Context: an optimization exercise on an open-source flow, tuned for small area, a short achievable clock period and few clock cycles per item. The choices shown serve that exercise and are no tape-out recipe. No functional check of the RTL was part of any run shown here.

[flow/design.v]
`default_nettype none
package cordic_pkg;
    localparam int word_width = 32;
    localparam int fp_bias = 127;
    localparam int max_iterations = 16;
    localparam logic [word_width-1:0] cordic_gain_init = 32'h4DBA_76D4;
    typedef union packed {
        logic [word_width-1:0] bits;
        struct packed {
            logic        sign;
            logic [7:0]  exponent;
            logic [22:0] mantissa;
        } fields;
    } fp_word_t;
    function automatic logic [word_width-1:0] atan_entry(input logic [3:0] index);
        logic [word_width-1:0] angle;
        case (index)
            4'd0:    angle = 32'h6487_ED51;
            4'd1:    angle = 32'h3B58_CE0A;
            4'd2:    angle = 32'h1F5B_75F9;
            4'd3:    angle = 32'h0FEA_DD4D;
            4'd4:    angle = 32'h07FD_56ED;
            4'd5:    angle = 32'h03FF_AAB7;
            4'd6:    angle = 32'h01FF_F555;
            4'd7:    angle = 32'h00FF_FEAA;
            4'd8:    angle = 32'h007F_FFD5;
            4'd9:    angle = 32'h003F_FFFA;
            4'd10:   angle = 32'h001F_FFFF;
            4'd11:   angle = 32'h000F_FFFF;
            4'd12:   angle = 32'h0007_FFFF;
            4'd13:   angle = 32'h0003_FFFF;
            4'd14:   angle = 32'h0001_FFFF;
            default: angle = 32'h0000_FFFF;
        endcase
        atan_entry = angle;
    endfunction
endpackage
`default_nettype wire
`default_nettype none
module angle_to_fixed (
    input  logic [31:0] angle,
    output logic [31:0] fixed_angle,
    output logic [9:0]  dsel
);
    logic [31:0] aligned;
    logic        in_range, in_a, in_b;
    logic [30:0] w;
    logic [4:0]  ge_a;
    logic [4:0]  ge_b;
    assign aligned     = {1'b1, angle[22:0], 8'b0};
    assign in_range    = (angle[30:28] == 3'b011);
    assign fixed_angle = in_range ? (aligned >> (~angle[27:23])) : 32'd0;
    assign w    = angle[30:0];
    assign in_b = (angle[30:23] == 8'd127);
    assign in_a = in_range & !in_b;
    assign ge_a[0] = 1'b1;
    assign ge_a[1] = (w >= 31'h3d9d3a95);
    assign ge_a[2] = (w >= 31'h3ea4bc7e);
    assign ge_a[3] = (w >= 31'h3f11152b);
    assign ge_a[4] = (w >= 31'h3f490fdb);
    assign ge_b[0] = 1'b1;
    assign ge_b[1] = (w[22:0] >= 23'h1b7813);
    assign ge_b[2] = (w[22:0] >= 23'h37756b);
    assign ge_b[3] = (w[22:0] >= 23'h56d0e1);
    assign ge_b[4] = (w[22:0] >= 23'h762c57);
    assign dsel[0] = (in_b & ge_b[0] & !ge_b[1]);   
    assign dsel[1] = (in_b & ge_b[1] & !ge_b[2]);   
    assign dsel[2] = (in_b & ge_b[2] & !ge_b[3]);   
    assign dsel[3] = (in_b & ge_b[3] & !ge_b[4]);   
    assign dsel[4] = (in_b & ge_b[4]);   
    assign dsel[5] = (in_a & ge_a[0] & !ge_a[1]) | !in_range;   
    assign dsel[6] = (in_a & ge_a[1] & !ge_a[2]);   
    assign dsel[7] = (in_a & ge_a[2] & !ge_a[3]);   
    assign dsel[8] = (in_a & ge_a[3] & !ge_a[4]);   
    assign dsel[9] = (in_a & ge_a[4]);   
endmodule
module preload_tables (
    input  logic [9:0]  dsel,
    output logic [31:0] x_pre,
    output logic [31:0] y_pre,
    output logic [31:0] offset
);
    always_comb begin
        x_pre  = '0;
        y_pre  = '0;
        offset = '0;
        if (dsel[0]) begin x_pre = x_pre | 32'h515f3467; y_pre = y_pre | 32'h9da0019b; offset = offset | 32'h709a6815; end
        if (dsel[1]) begin x_pre = x_pre | 32'h625ffe63; y_pre = y_pre | 32'haea0cb9b; offset = offset | 32'h5875728d; end
        if (dsel[2]) begin x_pre = x_pre | 32'h7360c863; y_pre = y_pre | 32'hc958e473; offset = offset | 32'h389fb7f3; end
        if (dsel[3]) begin x_pre = x_pre | 32'h7d18173d; y_pre = y_pre | 32'he67ed102; offset = offset | 32'h19be869b; end
        if (dsel[4]) begin x_pre = x_pre | 32'h7f85eaf5; y_pre = y_pre | 32'h06129148; offset = offset | 32'hf9e8cc01; end
        if (dsel[5]) begin x_pre = x_pre | 32'h7f85eaf3; y_pre = y_pre | 32'hf9ed6eb8; offset = offset | 32'h061733ff; end
        if (dsel[6]) begin x_pre = x_pre | 32'h7d18173d; y_pre = y_pre | 32'h19812efe; offset = offset | 32'he6417965; end
        if (dsel[7]) begin x_pre = x_pre | 32'h7360c863; y_pre = y_pre | 32'h36a71b8d; offset = offset | 32'hc760480d; end
        if (dsel[8]) begin x_pre = x_pre | 32'h625ffe65; y_pre = y_pre | 32'h515f3465; offset = offset | 32'ha78a8d73; end
        if (dsel[9]) begin x_pre = x_pre | 32'h515f3465; y_pre = y_pre | 32'h625ffe65; offset = offset | 32'h8f6597eb; end
    end
endmodule
`default_nettype wire
`default_nettype none
module cordic_rotator #(
    parameter int M       = 4,
    parameter int N       = 10,    
    parameter int XY_ARCH = 0,
    parameter int Z_ARCH  = 0
) (
    input  logic         clock,
    input  logic         arst_n,
    input  logic         clk_en,
    input  logic         start,
    input  logic [31:0]  fixed_angle,
    input  logic [N-1:0] dsel,
    output logic [31:0]  cos_fixed,
    output logic         done
);
    localparam int ZW = 29;
    logic         accept;
    logic         busy;
    logic         valid;
    logic         last;
    logic         first;     
    logic [N-1:0] sel;
    logic [3:0]   index;     
    logic [3:0]   index_n;   
    logic [15-M:0] onehot;
    logic [31:0]   x, y;
    logic [ZW-1:0] z, at, zo, zsum;
    logic [31:0]   xa, ya, xs, ys;
    logic [31:0]   x_pre, y_pre, offset;
    logic          neg;
    logic          pos;      
    logic          negy;     
    logic [31:0]   xg, xsum, ysum;
    assign accept = start & clk_en;
    assign last   = busy & !first & (index == 4'd15);
    assign neg    = z[ZW-1];
    always_comb begin
        at = '0;
        for (int k = 0; k <= 15 - M; k++) at = at | (onehot[k] ? ZW'(cordic_pkg::atan_entry(4'(M + k))) : ZW'(0));
    end
    preload_tables preload_tables_inst (.dsel(sel), .x_pre(x_pre), .y_pre(y_pre), .offset(offset));
    assign ys = signed'(pos ? ~y : y) >>> index;
    assign xg = first ? 32'd0 : x;
    assign xs = 32'({{31{negy}}, (negy ? ~xg : xg)} >> (~index_n));
    assign xa = first ? x_pre : x;
    assign ya = first ? y_pre : y;
    assign zo = first ? offset[ZW-1:0] : (neg ? at : ~at);
    cpa #(.W(32), .ARCH(XY_ARCH)) x_add (.a(xa), .b(ys), .ci(pos), .s(xsum));
    cpa #(.W(32), .ARCH(XY_ARCH)) y_add (.a(ya), .b(xs), .ci(negy), .s(ysum));
    cpa #(.W(ZW), .ARCH(Z_ARCH))  z_add (.a(z), .b(zo), .ci(!first && !neg), .s(zsum));
    always_ff @(posedge clock) begin
        if (accept) begin
            z        <= fixed_angle[ZW-1:0];
            pos      <= 1'b0;
            negy     <= 1'b0;
            sel      <= dsel;
            first    <= 1'b1;
            index    <= 4'(M - 1);
            index_n  <= 4'(15 - (M - 1));
            onehot   <= '0;
        end else begin
            z        <= zsum;
            pos      <= ~zsum[ZW-1];
            negy     <= zsum[ZW-1];
            first    <= 1'b0;
            index    <= index + 4'd1;
            index_n  <= index_n - 4'd1;
            onehot   <= {onehot[14-M:0], first};
        end
        x <= xsum;
        y <= (busy && !accept && !last) ? ysum : 32'd0;
    end
    always_ff @(posedge clock or negedge arst_n) begin
        if (!arst_n) begin
            busy  <= 1'b0;
            valid <= 1'b0;
            done  <= 1'b0;
        end else begin
            if (accept) begin
                busy  <= 1'b1;
                valid <= 1'b0;
            end else if (last) begin
                busy  <= 1'b0;
                valid <= 1'b1;
            end
            if (clk_en) done <= !start && (valid || last);
        end
    end
    assign cos_fixed = x;
endmodule
`default_nettype wire
module cpa #(
    parameter int W = 32,
    parameter int ARCH = 1
) (
    input  logic [W-1:0] a,
    input  logic [W-1:0] b,
    input  logic         ci,
    output logic [W-1:0] s
);
    if (ARCH == 0) begin : g_beh
        logic [W:0] t;
        assign t = {a, 1'b1} + {b, ci};
        assign s = t[W:1];
    end else begin : g_pfx
        localparam int N = W + 1;
        localparam int L = $clog2(N);
        logic [N-1:0] g0, p0, gg, pp;
        assign g0 = {a & b, ci};
        assign p0 = {a ^ b, 1'b0};
        always_comb begin
            gg = g0;
            pp = p0;
            if (ARCH == 1) begin
                for (int l = 0; l < L; l++)
                    for (int j = (2 << l) - 1; j < N; j += (2 << l)) begin
                        gg[j] = gg[j] | (pp[j] & gg[j - (1 << l)]);
                        pp[j] = pp[j] & pp[j - (1 << l)];
                    end
                for (int l = L - 2; l >= 0; l--)
                    for (int j = 3 * (1 << l) - 1; j < N; j += (2 << l)) begin
                        gg[j] = gg[j] | (pp[j] & gg[j - (1 << l)]);
                        pp[j] = pp[j] & pp[j - (1 << l)];
                    end
            end else if (ARCH == 2) begin
                for (int l = 0; l < L; l++)
                    for (int j = 0; j < N; j++)
                        if ((j >> l) & 1) begin
                            gg[j] = gg[j] | (pp[j] & gg[((j >> l) << l) - 1]);
                            pp[j] = pp[j] & pp[((j >> l) << l) - 1];
                        end
            end else begin
                for (int j = 1; j < N; j++) begin
                    gg[j] = gg[j] | (pp[j] & gg[j - 1]);
                end
            end
        end
        assign s = p0[N-1:1] ^ gg[N-2:0];
    end
endmodule
`default_nettype none
module fixed_to_float (
    input  logic [31:0] cos_fixed,
    output logic [31:0] result
);
    assign result = {8'h3F, cos_fixed[31], cos_fixed[29:7]};
endmodule
`default_nettype wire
`default_nettype none
module cos_unit (
    input  logic        clock,
    input  logic        arst_n,
    input  logic        clk_en,
    input  logic        start,
    input  logic [31:0] dataa,
    output logic [31:0] result,
    output logic        done
);
    localparam int M = 4;
    localparam int N = 10;
    logic [31:0]  fixed_angle;
    logic [N-1:0] dsel;
    logic [31:0]  cos_fixed;
    angle_to_fixed angle_to_fixed_inst (
        .angle       (dataa),
        .fixed_angle (fixed_angle),
        .dsel        (dsel)
    );
    cordic_rotator #(.M(M), .N(N)) cordic_rotator_inst (
        .clock       (clock),
        .arst_n      (arst_n),
        .clk_en      (clk_en),
        .start       (start),
        .fixed_angle (fixed_angle),
        .dsel        (dsel),
        .cos_fixed   (cos_fixed),
        .done        (done)
    );
    fixed_to_float fixed_to_float_inst (
        .cos_fixed (cos_fixed),
        .result    (result)
    );
endmodule
`default_nettype wire
[flow/flow/run.sh]
#!/bin/bash
# Standard layout, but the port buffers are buf_2 cells instead of the delay
# buffers buffer_ports picks by default. Full tool output goes to standard_flow.log.
set -euo pipefail
bash standard.sh "BUFFER_PORTS_ARGS=-buffer_cell sky130_fd_sc_hd__buf_2" finish > standard_flow.log 2>&1
[flow/standard.sh]
#!/bin/bash
# synth_recipe.tcl (not shown) runs the flow's synth.tcl, then flattens the netlist and writes it again
# the make line also repeats each setting of config.mk as NAME=value (left out here)
make -C /OpenROAD-flow-scripts/flow DESIGN_CONFIG=/design/flow/config.mk WORK_HOME=/design/flow/orfs CLKGATE_MAP_FILE= SYNTH_SCRIPT=/design/flow/synth_recipe.tcl "${@:-finish}"
[flow/config.mk]
export PLATFORM = sky130hd
export DESIGN_NAME = cos_unit
export DESIGN_NICKNAME = cos_unit
export VERILOG_FILES = /design/flow/design.v
export SDC_FILE = /design/flow/constraint.sdc
export NUM_CORES = 4
export LEC_CHECK = 0
export ABC_AREA = 1
export CAP_MARGIN = 20
export CORE_MARGIN = 2
export CORE_UTILIZATION = 45
export SETUP_SLACK_MARGIN = 4.8
export SLEW_MARGIN = 20
export TNS_END_PERCENT = 100
[flow/constraint.sdc]
create_clock -name core_clock -period 8.0 [get_ports {clock}]
set_input_delay 1.6000 -clock core_clock [delete_from_list [all_inputs] [get_ports {clock}]]
set_output_delay 1.6000 -clock core_clock [all_outputs]
set_load 0.01 [all_outputs]
==> qor.yml, run 1 <==
rsz0062_at_grt: "yes"
hp-start: "cordic_rotator_inst.onehot[7]"
cap_violations: 0
rows: 68
final_cell_mix: "640 x nand2_1, 232 x inv_1, 225 x nor2_1, 169 x buf_4, 157 x o21ai_0"
start_util_pct: 45.5
required_ps: 8390
final_nets: 2985
tightestPinTransition_ps: 846
cpMaxStageDelayCell: "fa_2"
status: "complete, no violations"
die_x_um: 190
drt_iter0_drc: 1846
synthCells: 2685
wl_per_cell_um: 19.6
clockRootBuffer: "clkbuf_16"
synth-async-reset-ratio_pct: 2.33
multiInputGateArea_mm2: 0.0146
finalHoldViolations: 0
ios: 69
ys.warnings.count: 2
postLayoutCoreUtil_pct: 63.5
fmax_mhz: 295
cts_buffers: 17
fin_setup_tns_ps: 0
first_pass_iters: 6
crit_path_max_fanout: 6
grtUsageTotal_pct: 33.1
ys.flop_type: "dfxtp_1"
core_area_mm2: 0.0344
arrival_ps: 3790
synth_cell_type_count: 61
timing.critical_path.cells: "buf_12 -> inv_16 -> buf_12 -> buf_16 -> nand2_8 -> xor2_2 -> mux2i_1 -> buf_4 -> o21ai_4 -> o21ai_4 -> o21ai_4 -> fa_2 -> nand3_4 -> nand3_4 -> nand2_4 -> nand2_4 -> a21oi_4 -> o21bai_1 -> or2_2 -> a21oi_1"
ant_nets: 0
hold_buffers: 0
cts_buffer_depth: 2
ff_latch_area_mm2: 0.00273
end_kind: "register"
drc: 0
slew_violations: 0
antenna_found_initial: 1
synth_edf_count: 10
crit_start: "cordic_rotator_inst.first"
ys_seq_area_share_pct: 17.3
dp_hpwl_mm: 44.8
fill_cells: 3112
path_buf_inv: 5
place.gp.congestion: 0.946
grt_pass1_vias: 17574
relSlewSlack_pct: 43.6
hold_path_class: "register to register"
setup_viol: 0
cp_common_cell: "o21ai_4"
critPathLaunchType: "register"
clock_latency_ps: 470
fin_crit_ps: 3390
numClockSinks: 129
vias: 19553
critPathKind: "register to register"
drive_gt1_share_pct: 32.1
cts.htree.levels: 4
postRouteWirelength_mm: 65.2
ys_ff_latch: 129
finalCritPeriodShare_pct: 42.4
reg2reg_from: "cordic_rotator_inst.first"
critical_path.top_delay_family: "compound AO/OA/AOI/OAI gates"
die_area_mm2: 0.0362
grt_pass1_wl_mm: 93.8
grt.overflow.total: 0
grt_max_degree: 49
slowest_delay_ps: 410
area_growth_pct: 39.6
final_common_cell: "nand2_1"
clkTransAtPathRegs_ps: 70
synth.avg_cell_area_um2: 5.82
die_h_um: 190
port_buffers: 59
cts_tree: "built"
via_per_inst: 5.88
clock_skew_ps: 21.6
netlist_area_mm2: 0.0156
[metrics by stage]
stage	std cells	hold WS [ps]	setup WS [ps]	area [um^2]
floorplan	2691	422	4940	15700
global placement	3087	438	3280	15900
detailed placement	3087	444	3250	15900
CTS	3232	454	4680	19000
global route	3322	485	4470	21800
finish	3323	464	4610	21800
[worst min-delay path: stages (launching register included)]
cell and delay, ps:
dfxtp_1 330, inv_1 60, nor2_1 40
[synthesized netlist by cell type, types with 38 or more instances]
library cell  instances  area share, %
a21oi_1             216            6.9
buf_4                38            1.8
clkbuf_1             45            1.1
dfxtp_1             116             15
ha_1                 92            7.4
inv_1               248            6.0
mux2i_1              41            2.6
nand2_1             728             17
nand3_1             143            4.6
nor2_1              288            6.9
o21ai_0             288            9.2
o21ai_1              62            2.0
xor2_1               76            4.3
[worst paths after layout]
check                                                 to  slack, ps  cells after the start
min reg2reg                cordic_rotator_inst.onehot[8]        460                      2
max in group asynchronous      cordic_rotator_inst.valid       6920                      1
max reg2reg                    cordic_rotator_inst.y[17]       4610                     20
min                        cordic_rotator_inst.onehot[8]        460                      2
min in group asynchronous       cordic_rotator_inst.done        930                      1
max                            cordic_rotator_inst.y[17]       4610                     20
[routing by layer]
layer / up-vias / routed length (um) / track usage (%)
li1: 9259 / - / -
met1: 9151 / 26100 / 41.1
met2: 911 / 31100 / 56.6
met3: 232 / 4800 / 4.77
met4: 0 / 3270 / 14.8
met5: - / 0 / 0
[cell type report]
type                       instances  area share [%]
timing repair inverter             9           0.281
multi-input combinational       2181            67.1
clock inverter                    12           0.556
sequential                       129            12.5
antenna                            1          0.0115
clock buffer                      20            2.20
inverter                         254            4.67
timing repair buffer             262            10.1
tap                              455            2.61
[state kept, by name, summed over array words and instances, names as in the netlist]
name                         count
cordic_rotator_inst.x           32
cordic_rotator_inst.y           32
cordic_rotator_inst.z           29
cordic_rotator_inst.onehot      12
cordic_rotator_inst.sel         10
cordic_rotator_inst.index        4
cordic_rotator_inst.index_n      4
cordic_rotator_inst.busy         1
cordic_rotator_inst.done         1
cordic_rotator_inst.first        1
cordic_rotator_inst.negy         1
cordic_rotator_inst.pos          1
cordic_rotator_inst.valid        1
[timing repair]
item / CTS / global route
resized for setup: 391 / 523
gates cloned: 14 / 3
setup endpoints to repair: 92 / 84
setup buffers: 99 / 87
pin swaps: 88 / 124
[kinds of logic after synthesis]
logic type / Yosys count / synth area share (%)
multiplexers: 41 / 2.63
AO/OA/AOI/OAI: 671 / 23.1
XOR/XNOR: 97 / 5.53
flip-flops: 129 / 17.3
other: 2 / 0.0481
buffers and inverters: 381 / 10.4
adder cells (fa/ha/maj): 95 / 7.75
AND/OR/NAND/NOR: 1269 / 33.2
==> inputs of run 2 (changes only) <==
--- a/flow/config.mk
+++ b/flow/config.mk
@@ -9,6 +9,6 @@
 export CAP_MARGIN = 20
 export CORE_MARGIN = 2
 export CORE_UTILIZATION = 45
-export SETUP_SLACK_MARGIN = 4.8
+export SETUP_SLACK_MARGIN = 4.7
 export SLEW_MARGIN = 20
 export TNS_END_PERCENT = 100
==> run 2 against run 1 <==
  * Still clean on timing, DRC and antenna
  * Worst hold slack improved by 0.64 ps
  * Sequential cell count did not move
  * Global-route usage fell by 0.48 points
  * Utilization fell by 3.9 points
  * Via count fell by 3.5%
  * Synthesized cell count did not move
  * Highest routed layer unchanged
==> qor.yml, run 2 <==
status: "complete, no violations"
wl_per_cell_um: 18.9  # -3.9%
antennaDiodeCount: 0  # -1
slew_violations: 0  # unchanged
design_area_mm2: 0.0205  # -6.2%
drc: 0  # unchanged
clockRootBuffer: "clkbuf_16"
synth.avg_cell_area_um2: 5.82  # unchanged
dr_wl_met3_mm: 3.92  # -18%
yosys-top-cells-count: "728 x nand2_1, 288 x nor2_1, 288 x o21ai_0, 248 x inv_1, 216 x a21oi_1"
final_nets: 2924  # -2.0%
top_layer: "met4"
postLayoutCoreUtil_pct: 59.5  # -3.9 points
synth-async-reset-ratio_pct: 2.33  # unchanged
synth_top_cell_area_share_pct: 17.5  # unchanged
rows: 68  # unchanged
ys.warnings.count: 2  # unchanged
crit_path_max_fanout: 10  # +4
vias: 18877  # -3.5%
clock_skew_ps: 22.2  # +0.653 ps
antenna_found_initial: 0  # -1
m1WireLength_mm: 25.6  # -1.8%
required_ps: 8350  # -40 ps
arrival_ps: 3720  # -70 ps
met2_length_mm: 29.2  # -6.2%
reg2reg_depth: 21  # +5.0%
port_buffers: 59  # unchanged
cts_buffer_depth: 2  # unchanged
die_h_um: 190  # unchanged
grt_pass1_vias: 17280  # -1.7%
grt_pass1_wl_mm: 92.4  # -1.4%
setup_viol: 0  # unchanged
end_kind: "register"
hold_depth: 2  # unchanged
finalCritPeriodShare_pct: 42.1  # -0.30 points
clkTransAtPathRegs_ps: 80  # about the same
r2r_slack_ps: 4630  # +20 ps
critPathKind: "register to register"
final_common_cell: "nand2_1"
final_cell_mix: "653 x nand2_1, 238 x nor2_1, 234 x inv_1, 174 x o21ai_0, 144 x a21oi_1"
ys_seq_area_share_pct: 17.3  # unchanged
clock_latency_ps: 460  # about the same
fin_setup_tns_ps: 0  # unchanged
grtUsageTotal_pct: 32.6  # -0.48 points
place.gp.congestion: 0.946  # unchanged
relSlewSlack_pct: 47.9  # +4.3 points
synth_edf_count: 10  # unchanged
fmax_mhz: 297  # +0.72%
reg2reg_from: "cordic_rotator_inst.negy"
dpl_cell_area_mm2: 0.0159  # unchanged
drive_gt1_share_pct: 26.9  # -5.1 points
die_area_mm2: 0.0362  # unchanged
via_per_inst: 5.79  # -1.6%
dp_hpwl_mm: 44.8  # unchanged
netlist_area_mm2: 0.0156  # unchanged
synth_top_cell_by_area: "nand2_1"
area_growth_pct: 31.0
ys_ff_latch: 129  # unchanged
cts.htree.levels: 4  # unchanged
critPathLaunchType: "register"
start_util_pct: 45.5  # unchanged
r2r-end: "cordic_rotator_inst.y[24]"
synth_most_common_cell: "nand2_1"
synthTopCellsByArea: "nand2_1 17%, dfxtp_1 15%, o21ai_0 9.2%, ha_1 7.4%, a21oi_1 6.9%"
finalHoldViolations: 0  # unchanged
die_x_um: 190  # unchanged
synthCells: 2685  # unchanged
cts_tree: "built"
drt_iter0_drc: 1679  # -9.0%
hp-start: "cordic_rotator_inst.onehot[7]"
cap_violations: 0  # unchanged
ant_nets: 0  # unchanged
tightestPinTransition_ps: 782  # -64.3 ps
synth_cell_type_count: 61  # unchanged
ios: 69  # unchanged
ys.flop_type: "dfxtp_1"
first_pass_iters: 6  # unchanged
reg_top3: "cordic_rotator_inst.x: 32 flops, cordic_rotator_inst.y: 32 flops, cordic_rotator_inst.z: 29 flops"
postRouteWirelength_mm: 61.5  # -5.7%
hold_path_class: "register to register"
numClockSinks: 129  # unchanged
cts_buffers: 17  # unchanged
fin_crit_ps: 3370  # -24.4 ps
worst_hold_path.endpoint: "cordic_rotator_inst.onehot[8]"
grt.overflow.total: 0  # unchanged
core_area_mm2: 0.0344  # unchanged
fill_cells: 3342  # +7.4%
rsz0062_at_grt: "yes"
grt_max_degree: 49  # unchanged
==> run 2: routing by layer <==
layer / vias up / track usage [%]
met5: - / 0
met3: 170 / 4.66
li1: 9144 / -
met2: 766 / 56.2
met4: 0 / 13.2
met1: 8797 / 40.8
==> run 2: worst max path at each step <==
| stage | start | endpoint | cells past startpoint |
|---|---|---|---|
| 5_1_grt | cordic_rotator_inst.first | cordic_rotator_inst.y[29] | 23 |
| 2_1_floorplan | start | cordic_rotator_inst.sel[0] | 4 |
| 3_5_place_dp | cordic_rotator_inst.first | cordic_rotator_inst.z[19] | 16 |
| 4_1_cts | cordic_rotator_inst.first | cordic_rotator_inst.y[24] | 23 |
| 3_3_place_gp | cordic_rotator_inst.first | cordic_rotator_inst.z[19] | 16 |
| 6_report | cordic_rotator_inst.negy | cordic_rotator_inst.y[24] | 21 |
==> run 2: kinds of logic (layout without fill, tap and decap cells) <==
family,count (synthesis),in the layout,synth area share [%]
multiplexers,41,41,2.63
other,2,8,0.0481
buffers and inverters,381,496,10.4
AO/OA/AOI/OAI,671,671,23.1
flip-flops,129,129,17.3
adder cells (fa/ha/maj),95,95,7.75
XOR/XNOR,97,97,5.53
AND/OR/NAND/NOR,1269,1269,33.2
==> run 2: cell type report <==
cell class	count	area [um^2]	area share (%)
repair inverters	8	58.8	0.287
clock buffers	20	479	2.34
flip-flops and latches	129	2730	13.4
well taps	455	569	2.78
clock inverters	12	121	0.593
inverters	254	1020	4.99
repair buffers	202	1690	8.25
multi-input cells	2181	13800	67.4
==> run 2: timing repair <==
item,in CTS,in global routing
hold buffers,0,0
setup buffers,79,47
pin swaps,65,88
endpoints found under the setup margin,92,77
resized for setup,328,397
cloned,14,2
==> run 2: critical path: stages (launching register included) <==
cell and delay [ps]:
dfxtp_4 370, buf_12 120, clkinvlp_4 80, buf_8 170
xor2_2 200, or2_2 290, o21ai_2 90, mux2i_2 130
o21ai_2 180, mux2i_1 120, ha_2 330, buf_4 150
a21oi_4 190, o21ai_2 100, a21oi_2 160, nand2_2 120
nand2_2 90, nand2_4 70, a21oi_4 130, nand2_1 60
nand2_1 50, nor2_1 40
==> run 2: through the flow <==
stage | hold slack [ps] | worst slack [ps] | cells
detailed placement | 444 | 3250 | 3087
floorplan | 422 | 4940 | 2691
finish | 464 | 4630 | 3261
global placement | 438 | 3280 | 3087
global route | 485 | 4430 | 3261
CTS | 454 | 4680 | 3212

-- afterwards: timing with drivers on the ports --
No port has a modelled driver above. Below, the same layouts with a new extraction and two added sets of constraints. Step 1 assumes that a clkbuf_16 drives the clock port and a buf_2 every other input. Step 2 moves the port delays by t, midway between the first and last clock arrival at a register: inputs arrive t later, outputs are due t later. That takes back most of the time a late clock gives input paths. Three values: ideal ports, drivers, drivers and shift; two values: the first two.
run | t (ns) | setup slack, ns | worst hold slack (ns)
run 1 | 0.510 | 4.605 / 4.605 / 4.472 | 0.464 / 0.464 / 0.464
run 2 | 0.507 | 4.630 / 4.630 / 4.376 | 0.464 / 0.464 / 0.464
After both steps setup and hold are still met in every run listed. The setup slack of run 2, which loses most, moves by 0.000 ns with the drivers and by -0.254 ns with both steps.
